What follows belongs to an exercise in optimizing a design on an open flow for small area, a short achievable clock period and few clock cycles; a production flow would make more cautious choices.
Power is estimated from default activity; no workload was simulated.

==> inputs of build 38 <==
// nmea_gga_sentence_parser
module nmea_gga_sentence_parser (
	input wire logic clk,
	input wire logic arst_n,
	input wire logic char_valid,
	output logic char_stall,
	input wire logic [7:0] char_byte,
	input wire logic char_last,
	output logic res_valid,
	input wire logic res_stall,
	output logic [2:0] res_status,
	output logic [6:0] res_hours,
	output logic [6:0] res_mins,
	output logic [6:0] res_secs,
	output logic [31:0] res_lat_e7,
	output logic [7:0] res_lat_hemi,
	output logic [31:0] res_lon_e7,
	output logic [7:0] res_lon_hemi
);
==> flow/config.mk <==
export PLATFORM = sky130hd
export DESIGN_NAME = nmea_gga_sentence_parser
export DESIGN_NICKNAME = nmea_gga_sentence_parser
export VERILOG_FILES = /design/flow/design.v
export SDC_FILE = /design/flow/constraint.sdc
export NUM_CORES = 4
export LEC_CHECK = 0
export CAP_MARGIN = 20
export CORE_MARGIN = 2
export CORE_UTILIZATION = 40
export CTS_BUF_LIST = sky130_fd_sc_hd__clkbuf_4
export SLEW_MARGIN = 20
==> flow/constraint.sdc <==
create_clock -name core_clock -period 11.0 [get_ports {clk}]
set_input_delay 2.2000 -clock core_clock [delete_from_list [all_inputs] [get_ports {clk}]]
set_output_delay 2.2000 -clock core_clock [all_outputs]
set_load 0.01 [all_outputs]
standard.sh (not shown) runs the stock make flow with config.mk's settings and CLKGATE_MAP_FILE= SYNTH_SCRIPT=/design/flow/synth_recipe.tcl, a recipe that flattens the netlist after the stock synthesis.
==> flow/flow/run.sh <==
#!/bin/bash
# The standard layout (the standard.sh: standard synthesis, floorplan, placement,
# CTS, routing) with two changes to how it is made: timing repair aims for more setup
# slack than the clock needs, and the port buffers are the small sky130 buffer.
set -e
bash standard.sh SETUP_SLACK_MARGIN=6.5 'BUFFER_PORTS_ARGS=-buffer_cell sky130_fd_sc_hd__buf_1' finish > standard.log 2>&1
==> trial 78: changes against build 38 <==
--- a/flow/design.v
+++ b/flow/design.v
@@ -85,12 +85,12 @@
 	input wire logic hi_n,
 	input wire logic [1:0] feed,
 	input wire logic [1:0] close,
 	input wire logic [7:0] c,
 	input wire logic dig,
-	output logic lon_wait_n,
-	output logic [1:0] hold_n,
+	output logic need1,
+	output logic flushing0,
 	output logic [1:0] rdy,
 	output logic [1:0] ov,
 	output logic [1:0] qv,
 	output logic [31:0] q0,
 	output logic [31:0] q1
@@ -115,18 +115,12 @@
 	logic rdy_q [2];
 	logic rdy_n [2];
 	logic [1:0] flush;
 	logic [1:0] flush_n;
 	logic [1:0] flush_q;
+	logic n1_q;
 	logic sel_q;
-	logic sel_n;
-	logic qs0_q;
-	logic qs1_q;
-	logic [7:0] t_q;
-	logic [7:0] t_n;
-	logic [1:0] rs_q;
-	logic [1:0] rs_n;
 	logic sel;
 	logic deg;
 	logic [3:0] dout;
 	logic [9:0] ms;
 	logic [7:0] t;
@@ -138,22 +132,27 @@
 	assign q0 = q_q[0];
 	assign q1 = q_q[1];
 	assign ov = {ov_q[1], ov_q[0]};
 	assign qv = {qv_q[1], qv_q[0]};
 	assign rdy = {rdy_q[1], rdy_q[0]};
+	assign flushing0 = flush[0];
 	always_comb begin
 		for (int k = 0; k < 2; k++) begin
 			flush[k] = flush_q[k];
 		end
 		sel = sel_q;
-		qs = (q_q[1] & {32{qs1_q}}) | (q_q[0] & {32{qs0_q}});
-		t = t_q;
+		qs = sel ? (q_q[1] & {32{qv_q[1]}}) : (q_q[0] & {32{qv_q[0]}});
+		deg = sel ? (ph_q[1] == PH_INT) : (ph_q[0] == PH_INT);
+		dout = sel ? win_q[1][7:4] : win_q[0][7:4];
+		ms = ngga_pkg::min_step(sel ? r_q[1] : r_q[0], dout);
+		t = deg ? 8'({dout, 3'b000} + {dout, 1'b0}) : ms[7:0];
 		csa_s = {1'b0, qs, 2'b00} ^ {3'b000, qs} ^ {28'd0, t[7:1]};
 		csa_c = ({1'b0, qs, 2'b00} & {3'b000, qs}) | ({1'b0, qs, 2'b00} & {28'd0, t[7:1]}) |
 			({3'b000, qs} & {28'd0, t[7:1]});
 		u = csa_s + {csa_c[33:0], 1'b0};
 		sum = {u, t[0]};
+		need1 = dig && n1_q;
 	end
 	always_comb begin
 		logic step;
 		for (int k = 0; k < 2; k++) begin
 			ph_n[k] = ph_q[k];
@@ -206,11 +205,11 @@
 				end
 			endcase
 			if (step) begin
 				q_n[k] = sum[31:0];
 				qv_n[k] = 1'b1;
-				r_n[k] = rs_q;
+				r_n[k] = deg ? 2'd0 : ms[9:8];
 				ov_n[k] = ov_q[k] | (|sum[35:32]);
 			end
 			if (close[k] && ph_n[k] != PH_DONE) begin
 				cn_n[k] = (ph_n[k] == PH_INT && cn_n[k] == 3'd0) ? 3'd6 :
 					(ph_n[k] == PH_INT ? 3'd0 : cn_n[k]);
@@ -225,29 +224,16 @@
 				ov_n[k] = 1'b0;
 			end
 			rdy_n[k] = (ph_n[k] == PH_DONE) && (cn_n[k] == 3'd6);
 			flush_n[k] = (ph_n[k] == PH_DONE) && (cn_n[k] != 3'd6);
 		end
-		lon_wait_n = flush_n[0] && ((ph_n[1] == PH_INT && cn_n[1] >= 3'd2 && cn_n[1] < 3'd5) ||
-			(ph_n[1] == PH_FRAC && cn_n[1] < 3'd4));
-		for (int k = 0; k < 2; k++) begin
-			hold_n[k] = qv_n[k] || ov_n[k];
-		end
-		sel_n = !flush_n[0] && (flush_n[1] || hi_n);
-		deg = sel_n ? (ph_n[1] == PH_INT) : (ph_n[0] == PH_INT);
-		dout = sel_n ? win_n[1][7:4] : win_n[0][7:4];
-		ms = ngga_pkg::min_step(sel_n ? r_n[1] : r_n[0], dout);
-		t_n = deg ? 8'({dout, 3'b000} + {dout, 1'b0}) : ms[7:0];
-		rs_n = deg ? 2'd0 : ms[9:8];
 	end
 	always_ff @(posedge clk) begin
-		sel_q <= sel_n;
-		qs0_q <= !sel_n && qv_n[0];
-		qs1_q <= sel_n && qv_n[1];
-		t_q <= t_n;
-		rs_q <= rs_n;
+		sel_q <= !flush_n[0] && (flush_n[1] || hi_n);
 		flush_q <= flush_n;
+		n1_q <= (ph_n[1] == PH_INT && cn_n[1] >= 3'd2 && cn_n[1] < 3'd5) ||
+			(ph_n[1] == PH_FRAC && cn_n[1] < 3'd4);
 		for (int k = 0; k < 2; k++) begin
 			ph_q[k] <= ph_n[k];
 			cn_q[k] <= cn_n[k];
 			win_q[k] <= win_n[k];
 			r_q[k] <= r_n[k];
@@ -300,66 +286,61 @@
 	logic hseen_q [2];
 	logic hseen_n [2];
 	logic [6:0] pair_q [3];
 	logic [6:0] pair_n [3];
 	logic [2:0] st_q, st_n;
-	logic tm_n;
-	logic cm_n;
-	logic tm_q;
-	logic cm_q;
-	logic [1:0] cmk_q;
-	logic [1:0] hold_n;
-	logic busy_q;
-	logic tg_q;
-	logic lw_q;
-	logic lon_wait_n;
-	logic take_n;
-	logic done_n;
-	logic [2:0] tidx_x;
-	logic intok_x;
-	logic cm_x;
-	logic cm;
+	logic tm_q, tm_n;
+	logic cm_q, cm_n;
 	logic [7:0] hemi_q [2];
 	logic [7:0] hemi_n [2];
 	logic consume;
 	logic [1:0] hnew_w;
 	logic [7:0] c_w;
 	logic block;
 	logic busy;
 	logic take;
 	logic hi_n;
+	logic need1;
+	logic flushing0;
 	logic [1:0] fcoord;
 	logic [1:0] feed;
 	logic [1:0] close;
 	logic [1:0] rdy;
 	logic [1:0] ov;
 	logic [1:0] qv;
+	logic [1:0] cmk;
 	logic [31:0] q0;
 	logic [31:0] q1;
-	assign busy = busy_q;
+	assign busy = done_q | clr_q;
 	assign consume = iv_q & ~block;
 	assign char_stall = iv_q & block;
 	assign res_valid = done_q & rdy[0] & rdy[1];
 	assign take = res_valid & ~res_stall;
 	assign feed = fcoord & {2{consume}};
 	assign hi_n = init_q ? 1'b0 : (consume ? tidx_n >= 3'd4 : tidx_q >= 3'd4);
 	always_comb begin
 		logic [7:0] c;
 		logic comma;
 		logic tstart;
+		logic [2:0] tok;
 		logic ftime;
+		logic tg;
+		logic t4;
 		logic [6:0] pv;
 		logic [6:0] lim;
 		c = ib_q;
 		c_w = ib_q;
 		comma = icom_q;
 		tstart = !comma && !intok_q;
 		tidx_n = (tstart && tidx_q != 3'd7) ? tidx_q + 3'd1 : tidx_q;
-		ftime = !comma && (intok_q ? tidx_q == 3'd2 : tidx_q == 3'd1) && tlen_q < 3'd6;
-		fcoord[0] = !comma && (intok_q ? tidx_q == 3'd3 : tidx_q == 3'd2);
-		fcoord[1] = !comma && (intok_q ? tidx_q == 3'd5 : tidx_q == 3'd4);
-		block = (busy && (il_q || (!comma && tg_q))) || (!comma && idig_q && lw_q);
+		tok = intok_q ? tidx_q - 3'd1 : (tidx_q == 3'd7 ? 3'd6 : tidx_q);
+		ftime = !comma && tok == 3'd1 && tlen_q < 3'd6;
+		fcoord[0] = !comma && tok == 3'd2;
+		fcoord[1] = !comma && tok == 3'd4;
+		tg = tidx_q[2] || tidx_q[1] || (tidx_q[0] && !intok_q);
+		t4 = tidx_q[2] && !tidx_q[1] && (tidx_q[0] == intok_q);
+		block = (busy && (il_q || (!comma && tg))) || (!comma && t4 && need1 && flushing0);
 		close[0] = consume && (il_q || (comma && tidx_q == 3'd3));
 		close[1] = consume && (il_q || (comma && tidx_q == 3'd5));
 		cnt_n = cnt_q;
 		long_n = long_q;
 		if (!long_q) begin
@@ -378,12 +359,12 @@
 		for (int k = 0; k < 2; k++) begin
 			hnew_n[k] = hnew_q[k];
 			hseen_n[k] = hseen_q[k];
 			hemi_n[k] = hemi_q[k];
 		end
-		hnew_w[0] = tstart && tidx_q == 3'd3;
-		hnew_w[1] = tstart && tidx_q == 3'd5;
+		hnew_w[0] = tstart && tok == 3'd3;
+		hnew_w[1] = tstart && tok == 3'd5;
 		for (int k = 0; k < 2; k++) begin
 			if (hnew_w[k]) begin
 				hnew_n[k] = c;
 				hseen_n[k] = 1'b1;
 			end
@@ -442,23 +423,10 @@
 			for (int k = 0; k < 2; k++) begin
 				hseen_n[k] = 1'b0;
 			end
 		end
 	end
-	always_comb begin
-		take_n = res_valid & ~res_stall;
-		done_n = take_n ? 1'b0 : ((consume && il_q) ? 1'b1 : done_q);
-		tidx_x = init_q ? 3'd0 : (consume ? tidx_n : tidx_q);
-		intok_x = init_q ? 1'b0 : (consume ? intok_n : intok_q);
-		cm_x = (consume && il_q) ? cm_n : cm_q;
-	end
-	always_ff @(posedge clk) begin
-		busy_q <= done_n || take_n;
-		tg_q <= tidx_x[2] || tidx_x[1] || (tidx_x[0] && !intok_x);
-		lw_q <= lon_wait_n && tidx_x[2] && !tidx_x[1] && (tidx_x[0] == intok_x);
-		cmk_q <= {2{cm_x}} & hold_n;
-	end
 	always_ff @(posedge clk or negedge arst_n) begin
 		if (!arst_n) begin
 			iv_q <= 1'b0;
 			init_q <= 1'b1;
 			clr_q <= 1'b1;
@@ -530,23 +498,24 @@
 		.hi_n(hi_n),
 		.feed(feed),
 		.close(close),
 		.c(ib_q),
 		.dig(idig_q),
-		.lon_wait_n(lon_wait_n),
-		.hold_n(hold_n),
+		.need1(need1),
+		.flushing0(flushing0),
 		.rdy(rdy),
 		.ov(ov),
 		.qv(qv),
 		.q0(q0),
 		.q1(q1)
 	);
 	assign res_status = st_q;
 	assign res_hours = tm_q ? pair_q[0] : 7'd0;
 	assign res_mins = tm_q ? pair_q[1] : 7'd0;
 	assign res_secs = tm_q ? pair_q[2] : 7'd0;
-	assign res_lat_e7 = cmk_q[0] ? (q0 | {32{ov[0]}}) : 32'd0;
-	assign res_lon_e7 = cmk_q[1] ? (q1 | {32{ov[1]}}) : 32'd0;
+	assign cmk = {2{cm_q}} & (qv | ov);
+	assign res_lat_e7 = cmk[0] ? (q0 | {32{ov[0]}}) : 32'd0;
+	assign res_lon_e7 = cmk[1] ? (q1 | {32{ov[1]}}) : 32'd0;
 	assign res_lat_hemi = hemi_q[0];
 	assign res_lon_hemi = hemi_q[1];
 endmodule
 `default_nettype wire
==> flow/flow/run.sh (replaced) <==
#!/bin/bash
# The standard layout (the standard.sh: standard synthesis, floorplan, placement,
# CTS, routing) with timing repair aiming for more setup slack than the clock needs.
set -e
bash standard.sh SETUP_SLACK_MARGIN=8 finish > standard.log 2>&1
- CTS_BUF_LIST: sky130_fd_sc_hd__clkbuf_4 -> default
==> build 18: changes against build 38 <==
--- a/flow/design.v
+++ b/flow/design.v
@@ -85,12 +85,12 @@
 	input wire logic hi_n,
 	input wire logic [1:0] feed,
 	input wire logic [1:0] close,
 	input wire logic [7:0] c,
 	input wire logic dig,
-	output logic lon_wait_n,
-	output logic [1:0] hold_n,
+	output logic need1,
+	output logic flushing0,
 	output logic [1:0] rdy,
 	output logic [1:0] ov,
 	output logic [1:0] qv,
 	output logic [31:0] q0,
 	output logic [31:0] q1
@@ -115,14 +115,13 @@
 	logic rdy_q [2];
 	logic rdy_n [2];
 	logic [1:0] flush;
 	logic [1:0] flush_n;
 	logic [1:0] flush_q;
+	logic n1_q;
 	logic sel_q;
 	logic sel_n;
-	logic qs0_q;
-	logic qs1_q;
 	logic [7:0] t_q;
 	logic [7:0] t_n;
 	logic [1:0] rs_q;
 	logic [1:0] rs_n;
 	logic sel;
@@ -138,22 +137,24 @@
 	assign q0 = q_q[0];
 	assign q1 = q_q[1];
 	assign ov = {ov_q[1], ov_q[0]};
 	assign qv = {qv_q[1], qv_q[0]};
 	assign rdy = {rdy_q[1], rdy_q[0]};
+	assign flushing0 = flush[0];
 	always_comb begin
 		for (int k = 0; k < 2; k++) begin
 			flush[k] = flush_q[k];
 		end
 		sel = sel_q;
-		qs = (q_q[1] & {32{qs1_q}}) | (q_q[0] & {32{qs0_q}});
+		qs = sel ? (q_q[1] & {32{qv_q[1]}}) : (q_q[0] & {32{qv_q[0]}});
 		t = t_q;
 		csa_s = {1'b0, qs, 2'b00} ^ {3'b000, qs} ^ {28'd0, t[7:1]};
 		csa_c = ({1'b0, qs, 2'b00} & {3'b000, qs}) | ({1'b0, qs, 2'b00} & {28'd0, t[7:1]}) |
 			({3'b000, qs} & {28'd0, t[7:1]});
 		u = csa_s + {csa_c[33:0], 1'b0};
 		sum = {u, t[0]};
+		need1 = dig && n1_q;
 	end
 	always_comb begin
 		logic step;
 		for (int k = 0; k < 2; k++) begin
 			ph_n[k] = ph_q[k];
@@ -225,29 +226,24 @@
 				ov_n[k] = 1'b0;
 			end
 			rdy_n[k] = (ph_n[k] == PH_DONE) && (cn_n[k] == 3'd6);
 			flush_n[k] = (ph_n[k] == PH_DONE) && (cn_n[k] != 3'd6);
 		end
-		lon_wait_n = flush_n[0] && ((ph_n[1] == PH_INT && cn_n[1] >= 3'd2 && cn_n[1] < 3'd5) ||
-			(ph_n[1] == PH_FRAC && cn_n[1] < 3'd4));
-		for (int k = 0; k < 2; k++) begin
-			hold_n[k] = qv_n[k] || ov_n[k];
-		end
 		sel_n = !flush_n[0] && (flush_n[1] || hi_n);
 		deg = sel_n ? (ph_n[1] == PH_INT) : (ph_n[0] == PH_INT);
 		dout = sel_n ? win_n[1][7:4] : win_n[0][7:4];
 		ms = ngga_pkg::min_step(sel_n ? r_n[1] : r_n[0], dout);
 		t_n = deg ? 8'({dout, 3'b000} + {dout, 1'b0}) : ms[7:0];
 		rs_n = deg ? 2'd0 : ms[9:8];
 	end
 	always_ff @(posedge clk) begin
 		sel_q <= sel_n;
-		qs0_q <= !sel_n && qv_n[0];
-		qs1_q <= sel_n && qv_n[1];
 		t_q <= t_n;
 		rs_q <= rs_n;
 		flush_q <= flush_n;
+		n1_q <= (ph_n[1] == PH_INT && cn_n[1] >= 3'd2 && cn_n[1] < 3'd5) ||
+			(ph_n[1] == PH_FRAC && cn_n[1] < 3'd4);
 		for (int k = 0; k < 2; k++) begin
 			ph_q[k] <= ph_n[k];
 			cn_q[k] <= cn_n[k];
 			win_q[k] <= win_n[k];
 			r_q[k] <= r_n[k];
@@ -302,64 +298,61 @@
 	logic [6:0] pair_q [3];
 	logic [6:0] pair_n [3];
 	logic [2:0] st_q, st_n;
 	logic tm_n;
 	logic cm_n;
-	logic tm_q;
-	logic cm_q;
-	logic [1:0] cmk_q;
-	logic [1:0] hold_n;
-	logic busy_q;
-	logic tg_q;
-	logic lw_q;
-	logic lon_wait_n;
-	logic take_n;
-	logic done_n;
-	logic [2:0] tidx_x;
-	logic intok_x;
-	logic cm_x;
+	logic tm;
 	logic cm;
 	logic [7:0] hemi_q [2];
 	logic [7:0] hemi_n [2];
 	logic consume;
 	logic [1:0] hnew_w;
 	logic [7:0] c_w;
 	logic block;
 	logic busy;
 	logic take;
 	logic hi_n;
+	logic need1;
+	logic flushing0;
 	logic [1:0] fcoord;
 	logic [1:0] feed;
 	logic [1:0] close;
 	logic [1:0] rdy;
 	logic [1:0] ov;
 	logic [1:0] qv;
+	logic [1:0] cmk;
 	logic [31:0] q0;
 	logic [31:0] q1;
-	assign busy = busy_q;
+	assign busy = done_q | clr_q;
 	assign consume = iv_q & ~block;
 	assign char_stall = iv_q & block;
 	assign res_valid = done_q & rdy[0] & rdy[1];
 	assign take = res_valid & ~res_stall;
 	assign feed = fcoord & {2{consume}};
 	assign hi_n = init_q ? 1'b0 : (consume ? tidx_n >= 3'd4 : tidx_q >= 3'd4);
 	always_comb begin
 		logic [7:0] c;
 		logic comma;
 		logic tstart;
+		logic [2:0] tok;
 		logic ftime;
+		logic tg;
+		logic t4;
 		logic [6:0] pv;
 		logic [6:0] lim;
 		c = ib_q;
 		c_w = ib_q;
 		comma = icom_q;
 		tstart = !comma && !intok_q;
 		tidx_n = (tstart && tidx_q != 3'd7) ? tidx_q + 3'd1 : tidx_q;
-		ftime = !comma && (intok_q ? tidx_q == 3'd2 : tidx_q == 3'd1) && tlen_q < 3'd6;
-		fcoord[0] = !comma && (intok_q ? tidx_q == 3'd3 : tidx_q == 3'd2);
-		fcoord[1] = !comma && (intok_q ? tidx_q == 3'd5 : tidx_q == 3'd4);
-		block = (busy && (il_q || (!comma && tg_q))) || (!comma && idig_q && lw_q);
+		tok = intok_q ? tidx_q - 3'd1 : (tidx_q == 3'd7 ? 3'd6 : tidx_q);
+		ftime = !comma && tok == 3'd1 && tlen_q < 3'd6;
+		fcoord[0] = !comma && tok == 3'd2;
+		fcoord[1] = !comma && tok == 3'd4;
+		tg = tidx_q[2] || tidx_q[1] || (tidx_q[0] && !intok_q);
+		t4 = tidx_q[2] && !tidx_q[1] && (tidx_q[0] == intok_q);
+		block = (busy && (il_q || (!comma && tg))) || (!comma && t4 && need1 && flushing0);
 		close[0] = consume && (il_q || (comma && tidx_q == 3'd3));
 		close[1] = consume && (il_q || (comma && tidx_q == 3'd5));
 		cnt_n = cnt_q;
 		long_n = long_q;
 		if (!long_q) begin
@@ -378,12 +371,12 @@
 		for (int k = 0; k < 2; k++) begin
 			hnew_n[k] = hnew_q[k];
 			hseen_n[k] = hseen_q[k];
 			hemi_n[k] = hemi_q[k];
 		end
-		hnew_w[0] = tstart && tidx_q == 3'd3;
-		hnew_w[1] = tstart && tidx_q == 3'd5;
+		hnew_w[0] = tstart && tok == 3'd3;
+		hnew_w[1] = tstart && tok == 3'd5;
 		for (int k = 0; k < 2; k++) begin
 			if (hnew_w[k]) begin
 				hnew_n[k] = c;
 				hseen_n[k] = 1'b1;
 			end
@@ -442,23 +435,10 @@
 			for (int k = 0; k < 2; k++) begin
 				hseen_n[k] = 1'b0;
 			end
 		end
 	end
-	always_comb begin
-		take_n = res_valid & ~res_stall;
-		done_n = take_n ? 1'b0 : ((consume && il_q) ? 1'b1 : done_q);
-		tidx_x = init_q ? 3'd0 : (consume ? tidx_n : tidx_q);
-		intok_x = init_q ? 1'b0 : (consume ? intok_n : intok_q);
-		cm_x = (consume && il_q) ? cm_n : cm_q;
-	end
-	always_ff @(posedge clk) begin
-		busy_q <= done_n || take_n;
-		tg_q <= tidx_x[2] || tidx_x[1] || (tidx_x[0] && !intok_x);
-		lw_q <= lon_wait_n && tidx_x[2] && !tidx_x[1] && (tidx_x[0] == intok_x);
-		cmk_q <= {2{cm_x}} & hold_n;
-	end
 	always_ff @(posedge clk or negedge arst_n) begin
 		if (!arst_n) begin
 			iv_q <= 1'b0;
 			init_q <= 1'b1;
 			clr_q <= 1'b1;
@@ -514,12 +494,10 @@
 			for (int k = 0; k < 3; k++) begin
 				pair_q[k] <= pair_n[k];
 			end
 			if (il_q) begin
 				st_q <= st_n;
-				tm_q <= tm_n;
-				cm_q <= cm_n;
 				for (int k = 0; k < 2; k++) begin
 					hemi_q[k] <= hemi_n[k];
 				end
 			end
 		end
@@ -530,23 +508,26 @@
 		.hi_n(hi_n),
 		.feed(feed),
 		.close(close),
 		.c(ib_q),
 		.dig(idig_q),
-		.lon_wait_n(lon_wait_n),
-		.hold_n(hold_n),
+		.need1(need1),
+		.flushing0(flushing0),
 		.rdy(rdy),
 		.ov(ov),
 		.qv(qv),
 		.q0(q0),
 		.q1(q1)
 	);
 	assign res_status = st_q;
-	assign res_hours = tm_q ? pair_q[0] : 7'd0;
-	assign res_mins = tm_q ? pair_q[1] : 7'd0;
-	assign res_secs = tm_q ? pair_q[2] : 7'd0;
-	assign res_lat_e7 = cmk_q[0] ? (q0 | {32{ov[0]}}) : 32'd0;
-	assign res_lon_e7 = cmk_q[1] ? (q1 | {32{ov[1]}}) : 32'd0;
+	assign res_hours = tm ? pair_q[0] : 7'd0;
+	assign res_mins = tm ? pair_q[1] : 7'd0;
+	assign res_secs = tm ? pair_q[2] : 7'd0;
+	assign tm = !st_q[1] && !st_q[0];
+	assign cm = st_q[1] == st_q[0];
+	assign cmk = {2{cm}} & (qv | ov);
+	assign res_lat_e7 = cmk[0] ? (q0 | {32{ov[0]}}) : 32'd0;
+	assign res_lon_e7 = cmk[1] ? (q1 | {32{ov[1]}}) : 32'd0;
 	assign res_lat_hemi = hemi_q[0];
 	assign res_lon_hemi = hemi_q[1];
 endmodule
 `default_nettype wire
==> flow/run.sh (new file) <==
#!/bin/bash
# synth_recipe.tcl (not shown) runs the flow's synth.tcl, then flattens the netlist and writes it again
# the make line also repeats each setting of config.mk as NAME=value (left out here)
make -C /OpenROAD-flow-scripts/flow DESIGN_CONFIG=/design/flow/config.mk WORK_HOME=/design/flow/orfs CLKGATE_MAP_FILE= SYNTH_SCRIPT=/design/flow/synth_recipe.tcl finish
- CTS_BUF_LIST: sky130_fd_sc_hd__clkbuf_4 -> default
removed: flow/flow/run.sh
removed: flow/standard.sh
==> comparison table <==
	build 18	trial 78	build 38
Area taken by multi-input logic gates	7350 um2	8690 um2	7480 um2
Number of cells in the finished layout apart from fillers	1,967	2,096	1,986
Crit path required time	11,400 ps	11,410 ps	11,590 ps
Switching power	2190 uW	3180 uW	2290 uW
Register fraction of the total cell area	0.343	0.275	0.363
Met2 layer wire length in the routed design	14.1 mm	18.4 mm	15.0 mm
Post-synth EDFFs	115	117	117
Via count	10,600	11,800	11,000
Setup repair after global routing missed its margin	no	yes	no
FF+latch count, synth	208	201	216
Final Routed Wirelength	32.4 mm	39.2 mm	34.7 mm
Final standard cell area without fillers	15,600 um2	19,200 um2	15,200 um2
HPWL reported at the end of detailed placement	23.2 mm	23.5 mm	23.7 mm
Internal cell power	2930 uW	4030 uW	2890 uW
Proportion of power drawn by combinational gates	0.557	0.671	0.564
Total area of sequential cells	5340 um2	5270 um2	5530 um2
Share of power burned in the clock network	0.155	0.111	0.139
Wire per inst	16.5 um	18.7 um	17.5 um
Number of inserted diodes	0	0	1
Worst Hold End	pair_q[0][5]	pair_q[0][6]	pair_q[0][5]
Final critical-path share of the clock period	0.524	0.429	0.402
Outcome	no timing/DRC/antenna violations	no timing/DRC/antenna violations	no timing/DRC/antenna violations
CP Depth	14	20	15
Mapped Cells	1,405	1,387	1,353
Switching Fraction	0.427	0.441	0.442
Clock network share of area	0.0513	0.0413	0.0496
Fraction of area in multi-input gates	0.472	0.453	0.491
No functional check of the RTL was part of any run of this note.

-- port drivers added, routing unchanged --
How much do the figures lean on ideal ports? The routed layouts below were timed once more, with nothing changed but the port constraints.
Step 1 sets driving cells, clkbuf_16 on the clock port and buf_2 on the other inputs (assumed; they add their load-dependent delay and slew).
Step 2, shift: input delay + t, output delay - t, t = (earliest + latest rising clock arrival at the registers) / 2. This alone moves slack from input paths to output paths.
Slacks: no drivers / after step 1 / after step 2; pairs: no drivers / after step 1.
| run | shift t [ns] | slack for setup (ns) | latest minus earliest clock arrival (ns) |
|---|---|---|---|
| build 38 | 0.756 | 6.576 / 6.576 / 6.576 | 0.072 / 0.072 |
| trial 78 | 0.578 | 6.282 / 6.282 / 6.282 | 0.020 / 0.020 |
| build 18 | 0.569 | 5.240 / 5.240 / 5.240 | 0.019 / 0.019 |
After both steps every run listed still meets setup and hold.
